Source: an optimization exercise on an open RTL-to-GDS flow (aim: small area, a short achievable clock period and few clock cycles per item). Production flows keep margins and buffers that such runs may drop. At most, simulation tests tie the RTL to the original design; equivalence was not proved.

==> indigo <==
==> flow/design.v (excerpt) <==
module linear_fade_gain_unit (
  input  logic        clk_i,
  input  logic        rst_ni,
  input  logic        start_i,
  input  logic [63:0] item_i,
  output logic        busy_o,
  output logic        done_o,
  output logic [24:0] result_o,
  input  logic        cfg_valid_i,
  output logic        cfg_ready_o,
  input  logic [7:0]  cfg_index_i,
  input  logic [39:0] cfg_data_i
);
==> module lfg_queue, before the edit <==
module lfg_queue (
  input  logic               clk_i,
  input  logic               rst_ni,
  input  logic               restart_i,
  input  logic [39:0]        span_i,
  input  logic signed [16:0] dgain_i,
  output logic               done_o,
  output logic [16:0]        r_o,
  output logic [41:0]        rms_o,
  output logic [31:0]        dq_o,
  output logic [31:0]        dq1_o
);
  logic [1:0]  phase_q;
  logic [3:0]  cnt_q;
  logic        done_q;
  logic [16:0] rem_q;
  logic        qb_q;
  logic [31:0] acc_q;
  logic [17:0] rem2;
  logic [18:0] diff;
  logic        take, big;
  logic [31:0] dg32, acc_sh, acc_d;
  logic [16:0] r_fin;
  assign rem2   = {rem_q, 1'b0};
  assign diff   = {1'b0, rem2} - {2'b0, span_i[16:0]};
  assign take   = ~diff[18];
  assign big    = |span_i[39:17];
  assign dg32   = 32'($signed(dgain_i));
  assign acc_sh = {acc_q[30:0], 1'b0};
  assign acc_d  = acc_sh + (qb_q ? dg32 : 32'd0);
  assign r_fin  = big ? 17'h10000 : rem_q;
  always_ff @(posedge clk_i or negedge rst_ni) begin
    if (!rst_ni) begin
      phase_q <= 2'd0;
      done_q  <= 1'b0;
    end else if (restart_i) begin
      phase_q <= 2'd1;
      done_q  <= 1'b0;
    end else begin
      case (phase_q)
        2'd1: phase_q <= 2'd2;
        2'd2: if (cnt_q == 4'd15) phase_q <= 2'd3;
        2'd3: begin
          phase_q <= 2'd0;
          done_q  <= 1'b1;
        end
        default: ;
      endcase
    end
  end
  always_ff @(posedge clk_i) begin
    if (restart_i) begin
      rem_q <= 17'd1;
      acc_q <= '0;
      qb_q  <= 1'b0;
      cnt_q <= '0;
    end else if (phase_q == 2'd2) begin
      rem_q <= take ? diff[16:0] : rem2[16:0];
      qb_q  <= take;
      acc_q <= acc_d;
      cnt_q <= cnt_q + 4'd1;
    end else if (phase_q == 2'd3) begin
      rem_q <= r_fin;
      rms_o <= {25'd0, r_fin} - {2'd0, span_i};
      acc_q <= big ? 32'd0 : acc_d;
      dq1_o <= big ? dg32 : acc_sh + (qb_q ? {dg32[30:0], 1'b0} : dg32);
    end
  end
  assign done_o = done_q;
  assign r_o    = rem_q;
  assign dq_o   = acc_q;
endmodule
==> module linear_fade_gain_unit, before the edit <==
module linear_fade_gain_unit (
  input  logic        clk_i,
  input  logic        rst_ni,
  input  logic        start_i,
  input  logic [63:0] item_i,
  output logic        busy_o,
  output logic        done_o,
  output logic [24:0] result_o,
  input  logic        cfg_valid_i,
  output logic        cfg_ready_o,
  input  logic [7:0]  cfg_index_i,
  input  logic [39:0] cfg_data_i
);
  logic [15:0] gain_start_q, gain_end_q;
  logic [39:0] fade_start_q, fade_end_q;
  logic        cfg_wr;
  assign cfg_ready_o = 1'b1;
  assign cfg_wr      = cfg_valid_i & (cfg_index_i[7:2] == 6'd0);
  always_ff @(posedge clk_i or negedge rst_ni) begin
    if (!rst_ni) begin
      gain_start_q <= '0;
      gain_end_q   <= '0;
      fade_start_q <= '0;
      fade_end_q   <= '0;
    end else if (cfg_valid_i) begin
      case (cfg_index_i)
        8'd0: gain_start_q <= cfg_data_i[15:0];
        8'd1: gain_end_q   <= cfg_data_i[15:0];
        8'd2: fade_start_q <= cfg_data_i;
        8'd3: fade_end_q   <= cfg_data_i;
        default: ;
      endcase
    end
  end
  logic [40:0]        span_d;
  logic [39:0]        span_q;
  logic               empty_q, span1_q;
  logic signed [16:0] dgain_q;
  assign span_d = {1'b0, fade_end_q} - {1'b0, fade_start_q};
  always_ff @(posedge clk_i) begin
    span_q  <= span_d[39:0];
    empty_q <= span_d[40] | (span_d[39:0] == 40'd0);
    span1_q <= (span_d == 41'd1);
    dgain_q <= $signed({1'b0, gain_end_q}) - $signed({1'b0, gain_start_q});
  end
  logic        qr_done;
  logic [16:0] step_r;
  logic [41:0] step_rms;
  logic [31:0] step_dq, step_dq1;
  lfg_queue u_step (
    .clk_i    (clk_i),
    .rst_ni   (rst_ni),
    .restart_i(cfg_wr),
    .span_i   (span_q),
    .dgain_i  (dgain_q),
    .done_o   (qr_done),
    .r_o      (step_r),
    .rms_o    (step_rms),
    .dq_o     (step_dq),
    .dq1_o    (step_dq1)
  );
  logic        m_vld;
  logic [15:0] m_gain;
  logic [23:0] m_smp;
  logic [25:0] m_smp3;
  lfg_front u_front (
    .clk_i        (clk_i),
    .rst_ni       (rst_ni),
    .start_i      (start_i),
    .frame_i      (item_i[63:24]),
    .sample_i     (item_i[23:0]),
    .busy_o       (busy_o),
    .cfg_wr_i     (cfg_wr),
    .gain_start_i (gain_start_q),
    .gain_end_i   (gain_end_q),
    .fade_start_i (fade_start_q),
    .fade_end_i   (fade_end_q),
    .span_i       (span_q),
    .empty_i      (empty_q),
    .span1_i      (span1_q),
    .dgain_i      (dgain_q),
    .qr_done_i    (qr_done),
    .step_r_i     (step_r),
    .step_rms_i   (step_rms),
    .step_dq_i    (step_dq),
    .step_dq1_i   (step_dq1),
    .job_valid_o  (m_vld),
    .job_gain_o   (m_gain),
    .job_smp_o    (m_smp),
    .job_smp3_o   (m_smp3)
  );
  logic [23:0] sample_out;
  logic        clipped;
  lfg_back u_back (
    .clk_i       (clk_i),
    .rst_ni      (rst_ni),
    .job_valid_i (m_vld),
    .job_gain_i  (m_gain),
    .job_smp_i   (m_smp),
    .job_smp3_i  (m_smp3),
    .done_o      (done_o),
    .sample_o    (sample_out),
    .clipped_o   (clipped)
  );
  assign result_o = {sample_out, clipped};
endmodule
clock: 8.0 ns
lec_check: 0
cap_margin: 20
core_margin: 2
core_utilization: 40
setup_slack_margin: 3
slew_margin: 20
run.sh (not shown) runs the stock make flow with config.mk's settings and CLKGATE_MAP_FILE= SYNTH_SCRIPT=/design/flow/synth_recipe.tcl, a recipe that flattens the netlist after the stock synthesis.
==> inputs of zinc, as changes to indigo <==
--- a/flow/design.v
+++ b/flow/design.v
@@ -14,26 +14,26 @@
   input  logic [39:0]        span_i,
   input  logic               empty_i,
   input  logic               span1_i,
   input  logic signed [16:0] dgain_i,
   input  logic               qr_done_i,
   input  logic [16:0]        step_r_i,
-  input  logic [41:0]        step_rms_i,
+  input  logic [39:0]        step_smr_i,
   input  logic [31:0]        step_dq_i,
   input  logic [31:0]        step_dq1_i,
   output logic               job_valid_o,
   output logic [15:0]        job_gain_o,
   output logic [23:0]        job_smp_o,
   output logic [25:0]        job_smp3_o
 );
   logic        in_vld_q;
   logic [39:0] in_frame_q;
   logic [23:0] in_smp_q;
   logic        st_vld_q, st_rok_q, st_c_q, st_zero_q, st_one_q, st_efs_q;
   logic [39:0] st_nf_q, st_r_q;
-  logic        busy_q, sl_qb_q, sl_lt_q, sl_gefe_q;
+  logic        busy_q, sl_qb_q, sl_lt_q, sl_gefe_q, sl_efs_q;
   logic [4:0]  sl_cnt_q;
   logic        m_vld_q;
   logic [31:0] a_q;
   logic [23:0] s_q;
   logic [25:0] s3_q;
   always_ff @(posedge clk_i or negedge rst_ni) begin
@@ -77,39 +77,36 @@
   assign pc_div = ~pc_zero & ~pc_one;
   logic eval, hit, go_fast, go_slow;
   assign eval    = in_vld_q & ~busy_q;
   assign hit     = st_vld_q & (in_frame_q == st_nf_q) & (~pc_div | st_rok_q);
   assign go_fast = eval & hit;
   assign go_slow = eval & ~hit;
-  logic [41:0] sum_a, sum_b;
   logic        step_c;
-  logic [39:0] step_rem;
-  assign sum_a    = {2'd0, st_r_q} + {25'd0, step_r_i};
-  assign sum_b    = {2'd0, st_r_q} + step_rms_i;
-  assign step_c   = ~sum_b[41];
-  assign step_rem = step_c ? sum_b[39:0] : sum_a[39:0];
-  logic [40:0] off;
-  logic        ge_fe;
-  assign off   = {1'b0, in_frame_q} - {1'b0, fade_start_i};
-  assign ge_fe = (in_frame_q >= fade_end_i);
-  logic        sl_first, sl_dz, sl_zero, sl_one, sl_div, sl_fin0, sl_fin;
+  logic [39:0] step_p, step_m, step_v;
+  assign step_c = (st_r_q[39:17] == 23'd0) & (st_r_q[16:0] < step_r_i);
+  assign step_p = st_r_q + step_smr_i + 40'd1;
+  assign step_m = st_r_q - {23'd0, step_r_i};
+  assign step_v = step_c ? step_p : step_m;
+  logic [40:0] v0;
+  logic        lt_fs, eq_fs;
+  assign v0    = {1'b0, fade_end_i} + {1'b1, ~in_frame_q};
+  assign lt_fs = (in_frame_q < fade_start_i);
+  assign eq_fs = (in_frame_q == fade_start_i);
+  logic        sl_first, sl_zero, sl_one, sl_div, sl_fin0, sl_fin;
   assign sl_first = busy_q & (sl_cnt_q == 5'd0);
-  assign sl_dz    = (st_r_q == 40'd0);
-  assign sl_zero  = empty_i ? sl_lt_q : (sl_lt_q | sl_dz);
+  assign sl_zero  = empty_i ? sl_lt_q : (sl_lt_q | sl_efs_q);
   assign sl_one   = empty_i ? ~sl_lt_q : sl_gefe_q;
   assign sl_div   = ~sl_zero & ~sl_one;
   assign sl_fin0  = sl_first & ~sl_div;
   assign sl_fin   = busy_q & sl_cnt_q[4] & qr_done_i;
-  logic [40:0] rem2;
   logic [41:0] diff;
   logic        take;
-  logic [39:0] rem_d;
-  assign rem2  = {st_r_q, 1'b0};
-  assign diff  = {1'b0, rem2} - {2'd0, span_i};
-  assign take  = ~diff[41];
-  assign rem_d = take ? diff[39:0] : rem2[39:0];
+  logic [39:0] div_v;
+  assign diff  = {1'b0, st_r_q, 1'b1} - {2'd0, span_i};
+  assign take  = diff[41];
+  assign div_v = take ? {st_r_q[38:0], 1'b1} : diff[39:0];
   logic [31:0] a_step, a_acc, dg32;
   assign dg32   = 32'($signed(dgain_i));
   assign a_step = a_q + (st_c_q ? step_dq1_i : step_dq_i);
   assign a_acc  = {a_q[30:0], sl_cnt_q == 5'd1} + (sl_qb_q ? dg32 : 32'd0);
   always_ff @(posedge clk_i or negedge rst_ni) begin
     if (!rst_ni) begin
@@ -143,43 +140,43 @@
     if (eval) begin
       st_nf_q <= in_frame_q + 40'd1;
       s_q     <= in_smp_q;
       s3_q    <= 26'($signed(in_smp_q)) + {in_smp_q[23], in_smp_q, 1'b0};
     end
     if (go_slow) begin
-      sl_lt_q   <= off[40];
-      sl_gefe_q <= ge_fe;
+      sl_lt_q   <= lt_fs;
+      sl_efs_q  <= eq_fs;
+      sl_gefe_q <= v0[40];
       sl_cnt_q  <= '0;
     end else if (busy_q && (!sl_cnt_q[4] || sl_cnt_q == 5'd16)) begin
       sl_cnt_q <= sl_cnt_q + 5'd1;
     end
     if (busy_q && !sl_cnt_q[4]) begin
       sl_qb_q <= take;
     end
-    if (go_fast) begin
-      if (pc_zero) st_r_q <= {23'd0, step_r_i};
-      else         st_r_q <= step_rem;
+    if ((go_fast && pc_div) || sl_fin) begin
+      st_r_q <= step_v;
+    end else if (go_fast && pc_zero) begin
+      st_r_q <= step_smr_i;
     end else if (go_slow) begin
-      st_r_q <= off[39:0];
+      st_r_q <= v0[39:0];
     end else if (sl_fin0) begin
-      st_r_q <= {23'd0, step_r_i};
+      st_r_q <= step_smr_i;
     end else if (busy_q && !sl_cnt_q[4]) begin
-      st_r_q <= rem_d;
-    end else if (sl_fin) begin
-      st_r_q <= step_rem;
+      st_r_q <= div_v;
     end
     if (go_fast) begin
       st_c_q    <= pc_div & step_c;
       st_zero_q <= pc_zero;
       st_one_q  <= pc_one;
       st_efs_q  <= nf_eq_fs;
     end else if (sl_fin0) begin
       st_c_q    <= 1'b0;
       st_zero_q <= sl_zero;
       st_one_q  <= sl_one;
-      st_efs_q  <= sl_dz;
+      st_efs_q  <= sl_efs_q;
     end else if (sl_fin) begin
       st_c_q    <= step_c;
       st_zero_q <= 1'b0;
       st_one_q  <= 1'b0;
       st_efs_q  <= 1'b0;
     end
@@ -207,13 +204,13 @@
   input  logic               rst_ni,
   input  logic               restart_i,
   input  logic [39:0]        span_i,
   input  logic signed [16:0] dgain_i,
   output logic               done_o,
   output logic [16:0]        r_o,
-  output logic [41:0]        rms_o,
+  output logic [39:0]        smr_o,
   output logic [31:0]        dq_o,
   output logic [31:0]        dq1_o
 );
   logic [1:0]  phase_q;
   logic [3:0]  cnt_q;
   logic        done_q;
@@ -221,56 +218,60 @@
   logic        qb_q;
   logic [31:0] acc_q;
   logic [17:0] rem2;
   logic [18:0] diff;
   logic        take, big;
   logic [31:0] dg32, acc_sh, acc_d;
-  logic [16:0] r_fin;
   assign rem2   = {rem_q, 1'b0};
   assign diff   = {1'b0, rem2} - {2'b0, span_i[16:0]};
-  assign take   = ~diff[18];
+  logic big_q;
   assign big    = |span_i[39:17];
+  assign take   = ~diff[18] & ~(big_q & (cnt_q != 4'd0));
   assign dg32   = 32'($signed(dgain_i));
   assign acc_sh = {acc_q[30:0], 1'b0};
   assign acc_d  = acc_sh + (qb_q ? dg32 : 32'd0);
-  assign r_fin  = big ? 17'h10000 : rem_q;
   always_ff @(posedge clk_i or negedge rst_ni) begin
     if (!rst_ni) begin
       phase_q <= 2'd0;
       done_q  <= 1'b0;
     end else if (restart_i) begin
-      phase_q <= 2'd1;
+      phase_q <= 2'd2;
       done_q  <= 1'b0;
     end else begin
       case (phase_q)
-        2'd1: phase_q <= 2'd2;
         2'd2: if (cnt_q == 4'd15) phase_q <= 2'd3;
         2'd3: begin
           phase_q <= 2'd0;
           done_q  <= 1'b1;
         end
         default: ;
       endcase
     end
   end
   always_ff @(posedge clk_i) begin
+    big_q <= big;
     if (restart_i) begin
       rem_q <= 17'd1;
       acc_q <= '0;
       qb_q  <= 1'b0;
       cnt_q <= '0;
     end else if (phase_q == 2'd2) begin
-      rem_q <= take ? diff[16:0] : rem2[16:0];
-      qb_q  <= take;
-      acc_q <= acc_d;
+      if (big_q && cnt_q == 4'd1) begin
+        rem_q <= 17'd4;
+        qb_q  <= 1'b0;
+        acc_q <= '0;
+      end else begin
+        rem_q <= take ? diff[16:0] : rem2[16:0];
+        qb_q  <= take;
+        acc_q <= acc_d;
+      end
       cnt_q <= cnt_q + 4'd1;
     end else if (phase_q == 2'd3) begin
-      rem_q <= r_fin;
-      rms_o <= {25'd0, r_fin} - {2'd0, span_i};
-      acc_q <= big ? 32'd0 : acc_d;
-      dq1_o <= big ? dg32 : acc_sh + (qb_q ? {dg32[30:0], 1'b0} : dg32);
+      smr_o <= span_i + {23'h7FFFFF, ~rem_q};
+      acc_q <= acc_d;
+      dq1_o <= acc_sh + (qb_q ? {dg32[30:0], 1'b0} : dg32);
     end
   end
   assign done_o = done_q;
   assign r_o    = rem_q;
   assign dq_o   = acc_q;
 endmodule
@@ -385,13 +386,13 @@
   output logic        cfg_ready_o,
   input  logic [7:0]  cfg_index_i,
   input  logic [39:0] cfg_data_i
 );
   logic [15:0] gain_start_q, gain_end_q;
   logic [39:0] fade_start_q, fade_end_q;
-  logic        cfg_wr;
+  logic        cfg_wr, cfg_wr_q;
   assign cfg_ready_o = 1'b1;
   assign cfg_wr      = cfg_valid_i & (cfg_index_i[7:2] == 6'd0);
   always_ff @(posedge clk_i or negedge rst_ni) begin
     if (!rst_ni) begin
       gain_start_q <= '0;
       gain_end_q   <= '0;
@@ -404,36 +405,38 @@
         8'd2: fade_start_q <= cfg_data_i;
         8'd3: fade_end_q   <= cfg_data_i;
         default: ;
       endcase
     end
   end
-  logic [40:0]        span_d;
   logic [39:0]        span_q;
-  logic               empty_q, span1_q;
+  logic               span_neg_q, empty_q, span1_q;
   logic signed [16:0] dgain_q;
-  assign span_d = {1'b0, fade_end_q} - {1'b0, fade_start_q};
+  always_ff @(posedge clk_i or negedge rst_ni) begin
+    if (!rst_ni) cfg_wr_q <= 1'b0;
+    else         cfg_wr_q <= cfg_wr;
+  end
   always_ff @(posedge clk_i) begin
-    span_q  <= span_d[39:0];
-    empty_q <= span_d[40] | (span_d[39:0] == 40'd0);
-    span1_q <= (span_d == 41'd1);
+    {span_neg_q, span_q} <= {1'b0, fade_end_q} - {1'b0, fade_start_q};
+    empty_q <= span_neg_q | (span_q == 40'd0);
+    span1_q <= (span_q == 40'd1);
     dgain_q <= $signed({1'b0, gain_end_q}) - $signed({1'b0, gain_start_q});
   end
   logic        qr_done;
   logic [16:0] step_r;
-  logic [41:0] step_rms;
+  logic [39:0] step_smr;
   logic [31:0] step_dq, step_dq1;
   lfg_queue u_step (
     .clk_i    (clk_i),
     .rst_ni   (rst_ni),
-    .restart_i(cfg_wr),
+    .restart_i(cfg_wr_q),
     .span_i   (span_q),
     .dgain_i  (dgain_q),
     .done_o   (qr_done),
     .r_o      (step_r),
-    .rms_o    (step_rms),
+    .smr_o    (step_smr),
     .dq_o     (step_dq),
     .dq1_o    (step_dq1)
   );
   logic        m_vld;
   logic [15:0] m_gain;
   logic [23:0] m_smp;
@@ -442,24 +445,24 @@
     .clk_i        (clk_i),
     .rst_ni       (rst_ni),
     .start_i      (start_i),
     .frame_i      (item_i[63:24]),
     .sample_i     (item_i[23:0]),
     .busy_o       (busy_o),
-    .cfg_wr_i     (cfg_wr),
+    .cfg_wr_i     (cfg_wr_q),
     .gain_start_i (gain_start_q),
     .gain_end_i   (gain_end_q),
     .fade_start_i (fade_start_q),
     .fade_end_i   (fade_end_q),
     .span_i       (span_q),
     .empty_i      (empty_q),
     .span1_i      (span1_q),
     .dgain_i      (dgain_q),
     .qr_done_i    (qr_done),
     .step_r_i     (step_r),
-    .step_rms_i   (step_rms),
+    .step_smr_i   (step_smr),
     .step_dq_i    (step_dq),
     .step_dq1_i   (step_dq1),
     .job_valid_o  (m_vld),
     .job_gain_o   (m_gain),
     .job_smp_o    (m_smp),
     .job_smp3_o   (m_smp3)
==> flow/config.mk (replaced) <==
export PLATFORM = sky130hd
export DESIGN_NAME = linear_fade_gain_unit
export DESIGN_NICKNAME = linear_fade_gain_unit
export VERILOG_FILES = /design/flow/design.v
export SDC_FILE = /design/flow/constraint.sdc
export NUM_CORES = 4
export LEC_CHECK = 0
export CAP_MARGIN = 20
export CORE_MARGIN = 2
export CORE_UTILIZATION = 55
export SETUP_SLACK_MARGIN = 4.0
export SLEW_MARGIN = 20
export TNS_END_PERCENT = 10
==> inputs of raven, as changes to indigo <==
--- a/flow/design.v
+++ b/flow/design.v
@@ -219,23 +219,23 @@
   logic        done_q;
   logic [16:0] rem_q;
   logic        qb_q;
   logic [31:0] acc_q;
   logic [17:0] rem2;
   logic [18:0] diff;
-  logic        take, big;
+  logic        take, big, big_q;
   logic [31:0] dg32, acc_sh, acc_d;
   logic [16:0] r_fin;
   assign rem2   = {rem_q, 1'b0};
   assign diff   = {1'b0, rem2} - {2'b0, span_i[16:0]};
   assign take   = ~diff[18];
   assign big    = |span_i[39:17];
   assign dg32   = 32'($signed(dgain_i));
   assign acc_sh = {acc_q[30:0], 1'b0};
   assign acc_d  = acc_sh + (qb_q ? dg32 : 32'd0);
-  assign r_fin  = big ? 17'h10000 : rem_q;
+  assign r_fin  = big_q ? 17'h10000 : rem_q;
   always_ff @(posedge clk_i or negedge rst_ni) begin
     if (!rst_ni) begin
       phase_q <= 2'd0;
       done_q  <= 1'b0;
     end else if (restart_i) begin
       phase_q <= 2'd1;
@@ -260,17 +260,18 @@
       cnt_q <= '0;
     end else if (phase_q == 2'd2) begin
       rem_q <= take ? diff[16:0] : rem2[16:0];
       qb_q  <= take;
       acc_q <= acc_d;
       cnt_q <= cnt_q + 4'd1;
+      big_q <= big;
     end else if (phase_q == 2'd3) begin
       rem_q <= r_fin;
       rms_o <= {25'd0, r_fin} - {2'd0, span_i};
-      acc_q <= big ? 32'd0 : acc_d;
-      dq1_o <= big ? dg32 : acc_sh + (qb_q ? {dg32[30:0], 1'b0} : dg32);
+      acc_q <= big_q ? 32'd0 : acc_d;
+      dq1_o <= big_q ? dg32 : acc_sh + (qb_q ? {dg32[30:0], 1'b0} : dg32);
     end
   end
   assign done_o = done_q;
   assign r_o    = rem_q;
   assign dq_o   = acc_q;
 endmodule
@@ -404,21 +405,24 @@
         8'd2: fade_start_q <= cfg_data_i;
         8'd3: fade_end_q   <= cfg_data_i;
         default: ;
       endcase
     end
   end
-  logic [40:0]        span_d;
   logic [39:0]        span_q;
   logic               empty_q, span1_q;
   logic signed [16:0] dgain_q;
-  assign span_d = {1'b0, fade_end_q} - {1'b0, fade_start_q};
+  logic [39:0]        s1_a, s1_b, s1_k, s1_cin;
+  assign s1_a   = fade_start_q;
+  assign s1_b   = ~fade_end_q;
+  assign s1_k   = {{39{1'b1}}, 1'b0};
+  assign s1_cin = {(s1_a[38:0] & s1_b[38:0]) | ((s1_a[38:0] | s1_b[38:0]) & ~s1_k[38:0]), 1'b0};
   always_ff @(posedge clk_i) begin
-    span_q  <= span_d[39:0];
-    empty_q <= span_d[40] | (span_d[39:0] == 40'd0);
-    span1_q <= (span_d == 41'd1);
+    span_q  <= fade_end_q - fade_start_q;
+    empty_q <= (fade_end_q <= fade_start_q);
+    span1_q <= ((s1_a ^ s1_b ^ s1_k) == s1_cin);
     dgain_q <= $signed({1'b0, gain_end_q}) - $signed({1'b0, gain_start_q});
   end
   logic        qr_done;
   logic [16:0] step_r;
   logic [41:0] step_rms;
   logic [31:0] step_dq, step_dq1;
==> flow/config.mk (replaced) <==
export PLATFORM = sky130hd
export DESIGN_NAME = linear_fade_gain_unit
export DESIGN_NICKNAME = linear_fade_gain_unit
export VERILOG_FILES = /design/flow/design.v
export SDC_FILE = /design/flow/constraint.sdc
export NUM_CORES = 4
export LEC_CHECK = 0
export ABC_CLOCK_PERIOD_IN_PS = 2500
export CAP_MARGIN = 20
export CORE_MARGIN = 2
export CORE_UTILIZATION = 40
export SETUP_SLACK_MARGIN = 4.5
export SLEW_MARGIN = 20
export TNS_END_PERCENT = 10
==> qor summary <==
|  | indigo | raven | zinc |
|---|---|---|---|
| Multiplexer share of the synthesized area | 4.13% | 4.09% | 3.42% |
| Fin util | 45.2% | 47.1% | 62.6% |
| Number of tap cells added at floorplan | 1781 | 1781 | 1265 |
| Non-clock inverter count | 392 | 397 | 419 |
| Fraction of area in non-clock buffers | 3.89% | 5.45% | 4.22% |
| Adder-cell share of the synthesized area | 14.7% | 15.5% | 15.2% |
| Share of the yosys chip area belonging to registers | 30.2% | 30.1% | 31.3% |
| Worst-case register-to-register setup slack | 2840 ps | 3980 ps | 3970 ps |
| Post-synth ARST share | 19.0% | 19.0% | 19.1% |
| Post-Route M1 WL | 77100 µm | 79200 µm | 79100 µm |
| Run status | finished clean | finished clean | finished clean |
| Most common cell after layout, fill and taps aside | sky130_fd_sc_hd__nand2_1 | sky130_fd_sc_hd__ha_1 | sky130_fd_sc_hd__ha_1 |
| Chip Width | 374 µm | 375 µm | 314 µm |
| Required arrival time at the worst endpoint | 8420 ps | 8420 ps | 8410 ps |
| Number of global-route vias before repair | 45400 | 45800 | 42900 |
| CTS-repair resized insts | 21 | 184 | 67 |
| Met1 demand-to-capacity share in global routing | 32.5% | 33.8% | 51.2% |
| Dominant cell by count in the synthesized netlist | sky130_fd_sc_hd__nand2_1 | sky130_fd_sc_hd__ha_1 | sky130_fd_sc_hd__ha_1 |
| Post-synthesis xor/xnor area fraction | 10.2% | 10.9% | 10.4% |
Testbench counts of zinc, summed over its fixed seeds: cycles 9,452, items 8,192.
Testbench counts of raven, summed over its fixed seeds: cycles 9,452, items 8,192.
No functional check of the RTL was part of indigo.

==> port drivers added, routing unchanged <==
How much do the figures lean on ideal ports? The routed layouts below were timed once more, with nothing changed but the port constraints.
Step 1 sets driving cells, clkbuf_16 on the clock port and buf_2 on the other inputs (assumed; they add their load-dependent delay and slew).
Step 2 moves the port delays by t, midway between the first and last clock arrival at a register: inputs arrive t later, outputs are due t later. That takes back most of the time a late clock gives input paths.
a / b / c = no drivers / after step 1 / after step 2; a / b = the first two.
run | t (ns) | setup WS [ns] | worst setup path at the end | clock arrival spread, ns | slew at the worst register clock pin (ns)
indigo | 0.756 | 2.838 / 2.838 / 2.685 | input to register | 0.033 / 0.033 | 0.07 / 0.07
zinc | 0.732 | 3.968 / 3.968 / 3.363 | input to register | 0.036 / 0.036 | 0.07 / 0.07
raven | 0.756 | 3.983 / 3.983 / 3.483 | input to register | 0.047 / 0.047 | 0.07 / 0.07
After both steps every run listed still meets setup and hold. For zinc, which loses most, drivers alone change the setup slack by 0.000 ns; drivers and shift together by -0.605 ns.
